Background: an optimization exercise with open tools, aiming at small area, a short achievable clock period and few clock cycles per item. Do not read the settings as production practice. In this exercise RTL edits were held to simulation tests only and were not proved equivalent to the original.

==> 06-09 <==
## date_text_to_day_number
module date_text_to_day_number (
    input  wire logic   i_clk,
    input  wire logic   i_rst_n,
    input  wire logic          i_char_valid,
    output logic               o_char_ready,
    input  wire logic [7:0]    i_char_code,
    input  wire logic          i_char_last,
    output logic               o_day_valid,
    input  wire logic          i_day_ready,
    output logic [21:0]        o_day_number,
    output logic               o_day_status
);
    localparam logic [3:0] S_M0 = 4'd0, S_M1 = 4'd1, S_M2 = 4'd2,
                           S_D0 = 4'd4, S_D1 = 4'd5, S_D2 = 4'd6,
                           S_Y0 = 4'd8, S_Y1 = 4'd9, S_Y2 = 4'd10, S_Y3 = 4'd11,
                           S_OK = 4'd12, S_BAD = 4'd13;
    logic       r_rdy;
    logic       e_v, e_dig, e_sl, e_last;
    logic [3:0] e_d;
    logic [3:0]  r_st;
    logic [3:0]  r_mon;
    logic        r_mbad;
    logic [6:0]  r_day;
    logic [8:0]  r_base;
    logic        r_f1;       
    logic        r_codd;     
    logic        r_cz;       
    logic        r_gt, r_eq;  
    logic [21:0] r_acc;
    logic        r_status;
    logic        r_ov;
    logic        yd;         
    logic [1:0]  pos;        
    logic        acc_evt, consume, fin;
    logic [3:0]  n_st;
    logic [3:0]  n_mon;
  ...
export LEC_CHECK = 0
export CAP_MARGIN = 20
export CORE_MARGIN = 2
export CORE_UTILIZATION = 40
export SLEW_MARGIN = 20
create_clock -name core_clock -period 7.5 [get_ports {i_clk}]
run.sh (not shown) runs the stock make flow with config.mk's settings and CLKGATE_MAP_FILE= SYNTH_SCRIPT=/design/flow/synth_recipe.tcl, a recipe that flattens the netlist after the stock synthesis.
==> 05-14: changes against 06-09 <==
--- a/flow/config.mk
+++ b/flow/config.mk
@@ -6,6 +6,8 @@
 export NUM_CORES = 4
 export LEC_CHECK = 0
+export ABC_CLOCK_PERIOD_IN_PS = 4000
 export CAP_MARGIN = 20
 export CORE_MARGIN = 2
 export CORE_UTILIZATION = 40
+export SETUP_SLACK_MARGIN = 3.0
 export SLEW_MARGIN = 20
==> results.cfg <==
[power]
leakagePower_nw = 3.17
pg_clk_w = 0.000483
clock_power_share_pct = 42.2

[run_status]
status = timing/DRC/antenna clean

[layout]
fill_cells = 1743
stdcell_area_um2 = 8660

[global_route]
grt_pass1_vias = 7287

[setup_path]
critical_path.cell_chain = buf_4 > and4b_2 > a32oi_1 > o22ai_1 > a211oi_1 > a31oi_1 > ha_1 > fa_1 > a211oi_2 > o21ai_0 > nand4b_1 > nand3_1 > a2111oi_2 > nor4_2

[sta]
timing.final.ws_setup_ps = 3050
# the run above: 05-14

==> results.cfg <==
[power]
clock_power_share_pct = 42.7
pg_clk_w = 0.000482
power.total_w = 0.00113
leakagePower_nw = 3.01

[setup_path]
path_buf_inv = 1
critical_path.cell_chain = a211oi_2 > buf_4 > nor2_1 > o211ai_1 > nand3_1 > nor4b_1 > a41oi_1 > ha_1 > and2_1 > a2111oi_0 > or2_2 > a211oi_1 > nor2_1 > a2111oi_0

[run_status]
status = timing/DRC/antenna clean

[layout]
stdcell_area_um2 = 8250
fill_cells = 1779

[global_route]
grt_pass1_vias = 7098
# the run above: 06-09

Testbench counts of 06-09, summed over its fixed seeds: cycles 28,540, items 3,200.
Testbench counts of 05-14, summed over its fixed seeds: cycles 28,540, items 3,200.

---

==> build 2 <==
date_text_to_day_number, a different RTL version from the one above (not shown whole).
==> flow/design.v (excerpt) <==
module date_text_to_day_number (
    input  wire logic   i_clk,
    input  wire logic   i_rst_n,
    input  wire logic          i_char_valid,
    output logic               o_char_ready,
    input  wire logic [7:0]    i_char_code,
    input  wire logic          i_char_last,
    output logic               o_day_valid,
    input  wire logic          i_day_ready,
    output logic [21:0]        o_day_number,
    output logic               o_day_status
);
Settings: LEC_CHECK=0, ABC_CLOCK_PERIOD_IN_PS=2800, CAP_MARGIN=20, CORE_MARGIN=2, CORE_UTILIZATION=40, CTS_BUF_LIST=sky130_fd_sc_hd__clkbuf_4 sky130_fd_sc_hd__clkbuf_8, PLACE_DENSITY=0.4, SETUP_SLACK_MARGIN=4.7, SLEW_MARGIN=20; clock period 7.5 ns.
standard.sh (not shown) runs the stock make flow with config.mk's settings and CLKGATE_MAP_FILE= SYNTH_SCRIPT=/design/flow/synth_recipe.tcl, a recipe that flattens the netlist after the stock synthesis.
==> flow/flow/run.sh <==
#!/bin/bash
# The standard layout (the standard.sh: ORFS synthesis through finish),
# with two changes:
# - the buffers that placement puts on the input and output ports are buf_2
#   cells instead of ORFS's default choice for sky130hd, a slow delay cell
#   (clkdlybuf4s50_1); every port still gets its own buffer;
# - clock tree synthesis uses clkbuf_4/clkbuf_8 and adds no dummy loads
#   (ORFS's own arguments otherwise).
# The make output goes to flow_make.log; ORFS keeps each step's log under
# orfs/logs/.
set -euo pipefail
export BUFFER_PORTS_ARGS="-buffer_cell sky130_fd_sc_hd__buf_2"
export CTS_ARGS="-sink_clustering_enable -repair_clock_nets -buf_list {sky130_fd_sc_hd__clkbuf_4 sky130_fd_sc_hd__clkbuf_8} -dont_use_dummy_load"
bash standard.sh finish > flow_make.log 2>&1
==> build 3: changes against build 2 <==
--- a/flow/design.v
+++ b/flow/design.v
@@ -114,87 +114,84 @@
 );
     localparam logic [3:0] S_M0 = 4'd0, S_M1 = 4'd1, S_M2 = 4'd2,
                            S_D0 = 4'd4, S_D1 = 4'd5, S_OK = 4'd6, S_BAD = 4'd7,
                            S_Y0 = 4'd8, S_Y1 = 4'd9, S_Y2 = 4'd10, S_Y3 = 4'd11,
                            S_D2 = 4'd12;
     logic       r_rdy;
     logic       e_v, e_sl, e_last;
-    logic [9:0] e_ohn;      
-    logic [9:0] e_oh;
-    logic       e_dig;      
+    logic [9:0] e_oh;       
+    logic       e_dig;
     logic [3:0] e_d;
     logic [3:0]  r_st;
-    logic [3:0]  r_mon;      
-    logic        gt2;        
+    logic [3:0]  r_mon;
+    logic        r_mbad;
+    logic        r_gt2;      
     logic [6:0]  r_day;
     logic        r_dadd;     
     logic        r_aodd;     
     logic        r_codd;     
     logic        r_z;        
     logic        r_gt, r_eq;  
     logic [21:0] r_acc;      
     logic        r_c1;       
     logic        r_c2;       
-    logic        r_c3;       
     logic        r_status;
     logic        r_pend;     
     logic        r_ov;
     logic        yd;         
     logic [1:0]  pos;        
     logic        acc_evt, busy, consume, fin;
     logic [3:0]  n_st, st_next;
     logic [3:0]  n_mon;
+    logic        n_mbad;
     logic [6:0]  n_day;
     logic [21:0] op1, op2, op2m;
     logic        add, zero;
-    logic [3:0]  p;
-    logic [3:0]  r_p;        
-    logic [3:0]  p_next;
-    logic        busy_next;
     logic [9:0]  cum_b;
-    logic [7:0]  s0;
-    logic [7:0]  s1;
-    logic [6:0]  s2;
-    logic [5:0]  s3;
+    logic [9:0]  s0;
+    logic [8:0]  s1;
+    logic [7:0]  s2;
     logic [1:0]  c1;
     logic        leap_c;
     logic        ok;
     logic        n_gt, n_eq;
     logic [3:0]  ref_d;
     logic        ov_next, pend_next;
     logic        ev_next_v, ev_next_dig, ev_next_last;
     logic        in_dig, in_sl;
     logic [9:0]  in_oh;
-    assign e_oh = ~e_ohn;
     always_comb begin
+        e_dig   = |e_oh;
         e_d[0]  = e_oh[1] | e_oh[3] | e_oh[5] | e_oh[7] | e_oh[9];
         e_d[1]  = e_oh[2] | e_oh[3] | e_oh[6] | e_oh[7];
         e_d[2]  = e_oh[4] | e_oh[5] | e_oh[6] | e_oh[7];
         e_d[3]  = e_oh[8] | e_oh[9];
         yd      = e_dig && r_st[3];
         pos     = r_st[1:0];
         acc_evt = e_last || yd;
         busy    = r_ov || r_pend;
         consume = e_v && !(acc_evt && busy);
         fin     = consume && e_last;
         n_st   = r_st;
         n_mon  = r_mon;
+        n_mbad = r_mbad;
         n_day  = r_day;
         case (r_st)
             S_M0: begin
+                n_mbad = 1'b0;
                 if (e_dig)     begin n_st = S_M1; n_mon = e_d; end
                 else if (e_sl) begin n_st = S_D0; n_mon = 4'd0; n_day = 7'd0; end
                 else           n_st = S_BAD;
             end
             S_M1: begin
                 if (e_dig) begin
                     n_st = S_M2;
                     if (r_mon == 4'd0)                         n_mon = e_d;
                     else if (r_mon == 4'd1 && e_d <= 4'd2)     n_mon = 4'd10 + e_d;
-                    else                                       n_mon = 4'd15;
+                    else                                       n_mbad = 1'b1;
                 end
                 else if (e_sl) begin n_st = S_D0; n_day = 7'd0; end
                 else           n_st = S_BAD;
             end
             S_M2: begin
                 if (e_dig)     begin n_st = S_D1; n_day = {3'd0, e_d}; end
                 else if (e_sl) begin n_st = S_D0; n_day = 7'd0; end
@@ -244,103 +241,94 @@
         n_eq = r_eq;
         if (yd) begin
             if (pos == 2'd0 || r_eq) begin
                 n_gt = (e_d > ref_d);
                 n_eq = (e_d == ref_d);
             end
         end
-        ok = (n_st == S_OK) && (n_gt || n_eq) && (r_mon != 4'd15);
+        ok = (n_st == S_OK) && (n_gt || n_eq) && !r_mbad;
         c1[1] = r_aodd ? (|e_oh[9:6]) : (|e_oh[9:8]);
         c1[0] = r_aodd ? (|e_oh[5:2]) : (|e_oh[7:4]);
-        gt2 = (r_mon > 4'd2);
-        if (e_oh[0]) leap_c = gt2 && !r_codd && !r_z;
-        else         leap_c = gt2 && (r_codd ? (e_oh[2] | e_oh[6]) : (e_oh[4] | e_oh[8]));
-        p = r_p;
-        op2 = ({22{p[0]}} & dtdn_pkg::tab0(e_oh))
-            | ({22{p[1]}} & (dtdn_pkg::tab1(e_oh) | {20'd0, c1}))
-            | ({22{p[2]}} & dtdn_pkg::tab2(e_oh))
-            | ({22{p[3]}} & {10'd0, dtdn_pkg::tab3(e_oh, r_codd, r_z)});
+        if (e_oh[0]) leap_c = r_gt2 && !r_codd && !r_z;
+        else         leap_c = r_gt2 && (r_codd ? (e_oh[2] | e_oh[6]) : (e_oh[4] | e_oh[8]));
+        case (pos)
+            2'd0:    op2 = dtdn_pkg::tab0(e_oh);
+            2'd1:    op2 = dtdn_pkg::tab1(e_oh) | {20'd0, c1};
+            2'd2:    op2 = dtdn_pkg::tab2(e_oh);
+            default: op2 = {10'd0, dtdn_pkg::tab3(e_oh, r_codd, r_z)};
+        endcase
         add  = consume && yd;
         zero = fin && !ok;
         cum_b = dtdn_pkg::cum_days_b(r_mon);
-        op1  = p[0] ? {13'd6942, cum_b[8:0]} : r_acc;
-        op2m = op2 | {15'd0, {7{r_dadd}} & r_day};
-        s0 = {1'b0, op1[5:0], 1'b1}   + {1'b0, op2m[5:0], p[3] && leap_c};
-        s1 = {1'b0, op1[11:6], 1'b1}  + {1'b0, op2m[11:6], r_c1};
-        s2 = {1'b0, op1[16:12], 1'b1} + {1'b0, op2m[16:12], r_c2};
-        s3 = {op1[21:17], 1'b1}       + {op2m[21:17], r_c3};
+        op1  = (add && r_st[3] && pos == 2'd0) ? {13'd6942, cum_b[8:0]} : r_acc;
+        op2m = add ? op2 : (r_dadd ? {15'd0, r_day} : 22'd0);
+        s0 = {1'b0, op1[7:0], 1'b1}   + {1'b0, op2m[7:0], add && pos == 2'd3 && leap_c};
+        s1 = {1'b0, op1[14:8], 1'b1}  + {1'b0, op2m[14:8], r_c1};
+        s2 = {op1[21:15], 1'b1}       + {op2m[21:15], r_c2};
     end
     assign in_dig = (i_char_code[7:4] == 4'h3) && (i_char_code[3:0] <= 4'd9);
     always_comb begin
         for (int k = 0; k < 10; k++) in_oh[k] = (i_char_code == 8'(8'h30 + k));
     end
     assign in_sl  = (i_char_code == 8'h2F);
     always_comb begin
-        ov_next   = (r_ov && !i_day_ready) || (r_pend && !r_c1 && !r_c2 && !r_c3 && !r_dadd);
-        pend_next = fin || (r_pend && (r_c1 || r_c2 || r_c3 || r_dadd));
+        ov_next   = (r_ov && !i_day_ready) || (r_pend && !r_c1 && !r_c2 && !r_dadd);
+        pend_next = fin || (r_pend && (r_c1 || r_c2 || r_dadd));
         if (r_rdy) begin
             ev_next_v    = i_char_valid;
             ev_next_dig  = in_dig;
             ev_next_last = i_char_last;
         end else begin
             ev_next_v    = e_v && !consume;
             ev_next_dig  = e_dig;
             ev_next_last = e_last;
         end
         st_next = !consume ? r_st : (e_last ? S_M0 : n_st);
-        busy_next = ov_next || pend_next;
-        p_next[0] = st_next[3] && !st_next[1] && !st_next[0] && !busy_next;
-        p_next[1] = st_next[3] && !st_next[1] &&  st_next[0] && !busy_next;
-        p_next[2] = st_next[3] &&  st_next[1] && !st_next[0] && !busy_next;
-        p_next[3] = st_next[3] &&  st_next[1] &&  st_next[0] && !busy_next;
     end
     always_ff @(posedge i_clk) begin
         if (!i_rst_n) begin
             e_v   <= 1'b0;
             r_rdy <= 1'b1;
         end else begin
             e_v   <= ev_next_v;
-            r_rdy <= !(busy_next && ev_next_v &&
+            r_rdy <= !((ov_next || pend_next) && ev_next_v &&
                        (ev_next_last || (ev_next_dig && st_next[3])));
         end
     end
     always_ff @(posedge i_clk) begin
         if (!e_v || consume) begin
-            e_ohn  <= (r_rdy && i_char_valid) ? ~in_oh : 10'h3ff;
-            e_dig  <= r_rdy && i_char_valid && in_dig;
+            e_oh   <= in_oh;
             e_sl   <= in_sl;
             e_last <= i_char_last;
         end
     end
     always_ff @(posedge i_clk) begin
         if (!i_rst_n) begin
             r_st   <= S_M0;
-            r_p    <= 4'd0;
             r_ov   <= 1'b0;
             r_pend <= 1'b0;
             r_c1   <= 1'b0;
             r_c2   <= 1'b0;
-            r_c3   <= 1'b0;
             r_dadd <= 1'b0;
         end else begin
             r_ov   <= ov_next;
             r_pend <= pend_next;
-            r_p    <= p_next;
-            r_c1   <= !zero && s0[7];
+            r_c1   <= !zero && s0[9];
             r_dadd <= add && pos == 2'd3 && !zero;
-            r_c2   <= !zero && s1[7];
-            r_c3   <= !zero && s2[6];
+            r_c2   <= !zero && s1[8];
             if (consume) begin
                 r_st <= e_last ? S_M0 : n_st;
             end
         end
     end
     always_ff @(posedge i_clk) begin
         if (consume) begin
             r_mon  <= n_mon;
+            r_mbad <= n_mbad;
+            r_gt2  <= (n_mon > 4'd2);
             r_day  <= n_day;
         end
         if (consume && yd) begin
             r_gt <= n_gt;
             r_eq <= n_eq;
             case (pos)
                 2'd0: r_aodd <= e_d[0];
@@ -351,15 +339,15 @@
                 end
                 default: ;
             endcase
         end
         if (zero) begin
             r_acc <= 22'd0;
         end else begin
-            r_acc <= {s3[5:1], s2[5:1], s1[6:1], s0[6:1]};
+            r_acc <= {s2[7:1], s1[7:1], s0[8:1]};
         end
         if (fin) begin
             r_status <= !ok;
         end
     end
     assign o_char_ready = r_rdy;
     assign o_day_valid  = r_ov;
==> flow/run.sh (new file) <==
#!/bin/bash
# synth_recipe.tcl (not shown) runs the flow's synth.tcl, then flattens the netlist and writes it again
# the make line also repeats each setting of config.mk as NAME=value (left out here)
make -C /OpenROAD-flow-scripts/flow DESIGN_CONFIG=/design/flow/config.mk WORK_HOME=/design/flow/orfs CLKGATE_MAP_FILE= SYNTH_SCRIPT=/design/flow/synth_recipe.tcl finish
Settings changed: ABC_CLOCK_PERIOD_IN_PS 2800 to 3000, CTS_BUF_LIST sky130_fd_sc_hd__clkbuf_4 sky130_fd_sc_hd__clkbuf_8 to default, PLACE_DENSITY 0.4 to default, SETUP_SLACK_MARGIN 4.7 to 4.2.
removed: flow/flow/run.sh
removed: flow/standard.sh
==> build 78: changes against build 2 <==
--- a/flow/design.v
+++ b/flow/design.v
@@ -114,21 +114,21 @@
 );
     localparam logic [3:0] S_M0 = 4'd0, S_M1 = 4'd1, S_M2 = 4'd2,
                            S_D0 = 4'd4, S_D1 = 4'd5, S_OK = 4'd6, S_BAD = 4'd7,
                            S_Y0 = 4'd8, S_Y1 = 4'd9, S_Y2 = 4'd10, S_Y3 = 4'd11,
                            S_D2 = 4'd12;
     logic       r_rdy;
     logic       e_v, e_sl, e_last;
-    logic [9:0] e_ohn;      
-    logic [9:0] e_oh;
+    logic [9:0] e_oh;       
     logic       e_dig;      
     logic [3:0] e_d;
     logic [3:0]  r_st;
-    logic [3:0]  r_mon;      
-    logic        gt2;        
+    logic [3:0]  r_mon;
+    logic        r_mbad;
+    logic        r_gt2;      
     logic [6:0]  r_day;
     logic        r_dadd;     
     logic        r_aodd;     
     logic        r_codd;     
     logic        r_z;        
     logic        r_gt, r_eq;  
     logic [21:0] r_acc;      
@@ -139,62 +139,61 @@
     logic        r_pend;     
     logic        r_ov;
     logic        yd;         
     logic [1:0]  pos;        
     logic        acc_evt, busy, consume, fin;
     logic [3:0]  n_st, st_next;
     logic [3:0]  n_mon;
+    logic        n_mbad;
     logic [6:0]  n_day;
     logic [21:0] op1, op2, op2m;
     logic        add, zero;
     logic [3:0]  p;
-    logic [3:0]  r_p;        
-    logic [3:0]  p_next;
-    logic        busy_next;
     logic [9:0]  cum_b;
     logic [7:0]  s0;
     logic [7:0]  s1;
     logic [6:0]  s2;
     logic [5:0]  s3;
     logic [1:0]  c1;
     logic        leap_c;
     logic        ok;
     logic        n_gt, n_eq;
     logic [3:0]  ref_d;
     logic        ov_next, pend_next;
     logic        ev_next_v, ev_next_dig, ev_next_last;
     logic        in_dig, in_sl;
     logic [9:0]  in_oh;
-    assign e_oh = ~e_ohn;
     always_comb begin
         e_d[0]  = e_oh[1] | e_oh[3] | e_oh[5] | e_oh[7] | e_oh[9];
         e_d[1]  = e_oh[2] | e_oh[3] | e_oh[6] | e_oh[7];
         e_d[2]  = e_oh[4] | e_oh[5] | e_oh[6] | e_oh[7];
         e_d[3]  = e_oh[8] | e_oh[9];
         yd      = e_dig && r_st[3];
         pos     = r_st[1:0];
         acc_evt = e_last || yd;
         busy    = r_ov || r_pend;
         consume = e_v && !(acc_evt && busy);
         fin     = consume && e_last;
         n_st   = r_st;
         n_mon  = r_mon;
+        n_mbad = r_mbad;
         n_day  = r_day;
         case (r_st)
             S_M0: begin
+                n_mbad = 1'b0;
                 if (e_dig)     begin n_st = S_M1; n_mon = e_d; end
                 else if (e_sl) begin n_st = S_D0; n_mon = 4'd0; n_day = 7'd0; end
                 else           n_st = S_BAD;
             end
             S_M1: begin
                 if (e_dig) begin
                     n_st = S_M2;
                     if (r_mon == 4'd0)                         n_mon = e_d;
                     else if (r_mon == 4'd1 && e_d <= 4'd2)     n_mon = 4'd10 + e_d;
-                    else                                       n_mon = 4'd15;
+                    else                                       n_mbad = 1'b1;
                 end
                 else if (e_sl) begin n_st = S_D0; n_day = 7'd0; end
                 else           n_st = S_BAD;
             end
             S_M2: begin
                 if (e_dig)     begin n_st = S_D1; n_day = {3'd0, e_d}; end
                 else if (e_sl) begin n_st = S_D0; n_day = 7'd0; end
@@ -244,21 +243,20 @@
         n_eq = r_eq;
         if (yd) begin
             if (pos == 2'd0 || r_eq) begin
                 n_gt = (e_d > ref_d);
                 n_eq = (e_d == ref_d);
             end
         end
-        ok = (n_st == S_OK) && (n_gt || n_eq) && (r_mon != 4'd15);
+        ok = (n_st == S_OK) && (n_gt || n_eq) && !r_mbad;
         c1[1] = r_aodd ? (|e_oh[9:6]) : (|e_oh[9:8]);
         c1[0] = r_aodd ? (|e_oh[5:2]) : (|e_oh[7:4]);
-        gt2 = (r_mon > 4'd2);
-        if (e_oh[0]) leap_c = gt2 && !r_codd && !r_z;
-        else         leap_c = gt2 && (r_codd ? (e_oh[2] | e_oh[6]) : (e_oh[4] | e_oh[8]));
-        p = r_p;
+        if (e_oh[0]) leap_c = r_gt2 && !r_codd && !r_z;
+        else         leap_c = r_gt2 && (r_codd ? (e_oh[2] | e_oh[6]) : (e_oh[4] | e_oh[8]));
+        for (int k = 0; k < 4; k++) p[k] = r_st[3] && !busy && (pos == 2'(k));
         op2 = ({22{p[0]}} & dtdn_pkg::tab0(e_oh))
             | ({22{p[1]}} & (dtdn_pkg::tab1(e_oh) | {20'd0, c1}))
             | ({22{p[2]}} & dtdn_pkg::tab2(e_oh))
             | ({22{p[3]}} & {10'd0, dtdn_pkg::tab3(e_oh, r_codd, r_z)});
         add  = consume && yd;
         zero = fin && !ok;
         cum_b = dtdn_pkg::cum_days_b(r_mon);
@@ -283,64 +281,59 @@
             ev_next_last = i_char_last;
         end else begin
             ev_next_v    = e_v && !consume;
             ev_next_dig  = e_dig;
             ev_next_last = e_last;
         end
         st_next = !consume ? r_st : (e_last ? S_M0 : n_st);
-        busy_next = ov_next || pend_next;
-        p_next[0] = st_next[3] && !st_next[1] && !st_next[0] && !busy_next;
-        p_next[1] = st_next[3] && !st_next[1] &&  st_next[0] && !busy_next;
-        p_next[2] = st_next[3] &&  st_next[1] && !st_next[0] && !busy_next;
-        p_next[3] = st_next[3] &&  st_next[1] &&  st_next[0] && !busy_next;
     end
     always_ff @(posedge i_clk) begin
         if (!i_rst_n) begin
             e_v   <= 1'b0;
             r_rdy <= 1'b1;
         end else begin
             e_v   <= ev_next_v;
-            r_rdy <= !(busy_next && ev_next_v &&
+            r_rdy <= !((ov_next || pend_next) && ev_next_v &&
                        (ev_next_last || (ev_next_dig && st_next[3])));
         end
     end
     always_ff @(posedge i_clk) begin
         if (!e_v || consume) begin
-            e_ohn  <= (r_rdy && i_char_valid) ? ~in_oh : 10'h3ff;
+            e_oh   <= (r_rdy && i_char_valid) ? in_oh : 10'd0;
             e_dig  <= r_rdy && i_char_valid && in_dig;
             e_sl   <= in_sl;
             e_last <= i_char_last;
         end
     end
     always_ff @(posedge i_clk) begin
         if (!i_rst_n) begin
             r_st   <= S_M0;
-            r_p    <= 4'd0;
             r_ov   <= 1'b0;
             r_pend <= 1'b0;
             r_c1   <= 1'b0;
             r_c2   <= 1'b0;
             r_c3   <= 1'b0;
             r_dadd <= 1'b0;
         end else begin
             r_ov   <= ov_next;
             r_pend <= pend_next;
-            r_p    <= p_next;
             r_c1   <= !zero && s0[7];
             r_dadd <= add && pos == 2'd3 && !zero;
             r_c2   <= !zero && s1[7];
             r_c3   <= !zero && s2[6];
             if (consume) begin
                 r_st <= e_last ? S_M0 : n_st;
             end
         end
     end
     always_ff @(posedge i_clk) begin
         if (consume) begin
             r_mon  <= n_mon;
+            r_mbad <= n_mbad;
+            r_gt2  <= (n_mon > 4'd2);
             r_day  <= n_day;
         end
         if (consume && yd) begin
             r_gt <= n_gt;
             r_eq <= n_eq;
             case (pos)
                 2'd0: r_aodd <= e_d[0];
==> flow/flow/run.sh (replaced) <==
#!/bin/bash
# The standard layout (the standard.sh: ORFS synthesis through finish),
# with one change: the buffers that placement puts on the input and output
# ports are buf_2 cells instead of ORFS's default choice for sky130hd, a slow
# delay cell (clkdlybuf4s50_1). Every port still gets its own buffer.
# The make output goes to flow_make.log; ORFS keeps each step's log under
# orfs/logs/.
set -euo pipefail
export BUFFER_PORTS_ARGS="-buffer_cell sky130_fd_sc_hd__buf_2"
bash standard.sh finish > flow_make.log 2>&1
Settings changed: ABC_CLOCK_PERIOD_IN_PS 2800 to 2600, PLACE_DENSITY 0.4 to default.
==> trial 86: changes against build 2 <==
Settings changed: CORE_UTILIZATION 40 to 55, PLACE_DENSITY 0.4 to default.
==> metrics.cfg <==
[power_and_ir_drop]
seq_power_share_pct = 55.0
leakage_nw = 2.825
p_comb_mw = 0.0895

[outcome]
run_status = finished clean

[floorplanning]
nWellTaps = 172
die_area_um2 = 14080

[yosys]
synthXorXnorAreaFrac_pct = 2.997
yosys-top-cells-count = nand2_1 (67), nor2_1 (60), o21ai_0 (57), inv_1 (55), dfxtp_1 (38)
synth-compound-area-share_pct = 22.10
synth-seq-cells = 68

[worst_setup_path]
worstPathMaxFanout = 11
crit_slowest_cell = ha_1

[cells_and_area]
multi_input_area_share_pct = 54.37

[placement]
post-place-ws_ns = 3.966
gp_congestion = 0.8839

# the run above: build 2

==> metrics.cfg <==
[floorplanning]
nWellTaps = 176
die_area_um2 = 14550

[yosys]
synth-compound-area-share_pct = 24.61
synth-seq-cells = 64
synthXorXnorAreaFrac_pct = 3.864
yosys-top-cells-count = nor2_1 (84), nand2_1 (58), a21oi_1 (53), o21ai_0 (48), ha_1 (36)

[cells_and_area]
multi_input_area_share_pct = 54.94

[outcome]
run_status = finished clean

[global_route]
grt_first_pass_wirelength_um = 28700

[worst_setup_path]
worstPathMaxFanout = 6
crit_slowest_cell = edfxtp_1

[placement]
gp_congestion = 0.9431

[power_and_ir_drop]
leakage_nw = 2.916
seq_power_share_pct = 40.5

# the run above: build 3

==> metrics.cfg <==
[outcome]
run_status = finished clean

[floorplanning]
nWellTaps = 176
die_area_um2 = 14310

[placement]
gp_congestion = 0.9212
post-place-ws_ns = 3.700

[power_and_ir_drop]
leakage_nw = 2.727
seq_power_share_pct = 46.3
p_comb_mw = 0.142

[yosys]
synthXorXnorAreaFrac_pct = 2.948
yosys-top-cells-count = nor2_1 (66), nand2_1 (61), o21ai_0 (55), a21oi_1 (46), inv_1 (37)
synth-compound-area-share_pct = 23.77
synth-seq-cells = 66

[cts]
htree_levels = 3

[worst_setup_path]
worstPathMaxFanout = 5
crit_slowest_cell = or4_4

[global_route]
grt_start_max_net_pins = 30

[cells_and_area]
multi_input_area_share_pct = 56.64

# the run above: build 78

==> metrics.cfg <==
[route]
detail_route.wirelength_um = 14760

[outcome]
run_status = finished clean

[floorplanning]
die_area_um2 = 10360
nWellTaps = 129

[worst_setup_path]
worstPathMaxFanout = 8
crit_slowest_cell = or4_1
critPathKind = flop to flop

[cells_and_area]
largest_class = multi-input combinational cells
multi_input_area_share_pct = 54.26

[power_and_ir_drop]
leakage_nw = 2.835
p_comb_mw = 0.0819

[yosys]
synthXorXnorAreaFrac_pct = 2.997
yosys-top-cells-count = nand2_1 (67), nor2_1 (60), o21ai_0 (57), inv_1 (55), dfxtp_1 (38)
ys_top_cells_by_area = edfxtp_1 (17%), dfxtp_1 (14%), ha_1 (8.3%)

[cts]
cts_setup_buffers = 39

[timing]
slew_headroom_pct = 39.27

[placement]
gp_congestion = 0.9089
post-place-ws_ns = 4.155

# the run above: trial 86

Testbench counts of build 2, summed over its fixed seeds: cycles 28,567, items 3,200.
Testbench counts of build 3, summed over its fixed seeds: cycles 28,566, items 3,200.
Testbench counts of build 78, summed over its fixed seeds: cycles 28,567, items 3,200.
Testbench counts of trial 86, summed over its fixed seeds: cycles 28,567, items 3,200.

## separate check: timing with driven ports
In the flow no input, the clock included, has a driving cell. The finished layouts below were timed again as built, in two steps.
Step 1, drivers: a clkbuf_16 drives i_clk and a buf_2 each remaining input, both assumed.
Step 2 moves the port delays by t, midway between the first and last clock arrival at a register: inputs arrive t later, outputs are due t later. That takes back most of the time a late clock gives input paths.
Slacks: ideal / step 1 / step 2; pairs: ideal / step 1.
| run | t, ns | setup WS [ns] | worst hold slack (ns) | pins driven straight from the clock port |
|---|---|---|---|---|
| 06-09 | 0.378 | 2.180 / 2.180 / 2.180 | 0.479 / 0.479 / 0.479 | 1 |
| 05-14 | 0.380 | 3.053 / 3.053 / 3.053 | 0.478 / 0.478 / 0.478 | 1 |
| build 2 | 0.400 | 4.793 / 4.793 / 4.608 | 0.546 / 0.546 / 0.546 | 1 |
| build 3 | 0.381 | 4.230 / 4.230 / 4.230 | 0.585 / 0.585 / 0.585 | 1 |
| build 78 | 0.396 | 4.402 / 4.402 / 4.402 | 0.524 / 0.524 / 0.524 | 1 |
| trial 86 | 0.374 | 4.663 / 4.663 / 4.498 | 0.558 / 0.558 / 0.558 | 1 |
After both steps setup and hold are still met in every run listed. The setup slack of build 2, which loses most, moves by 0.000 ns with the drivers and by -0.185 ns with both steps.
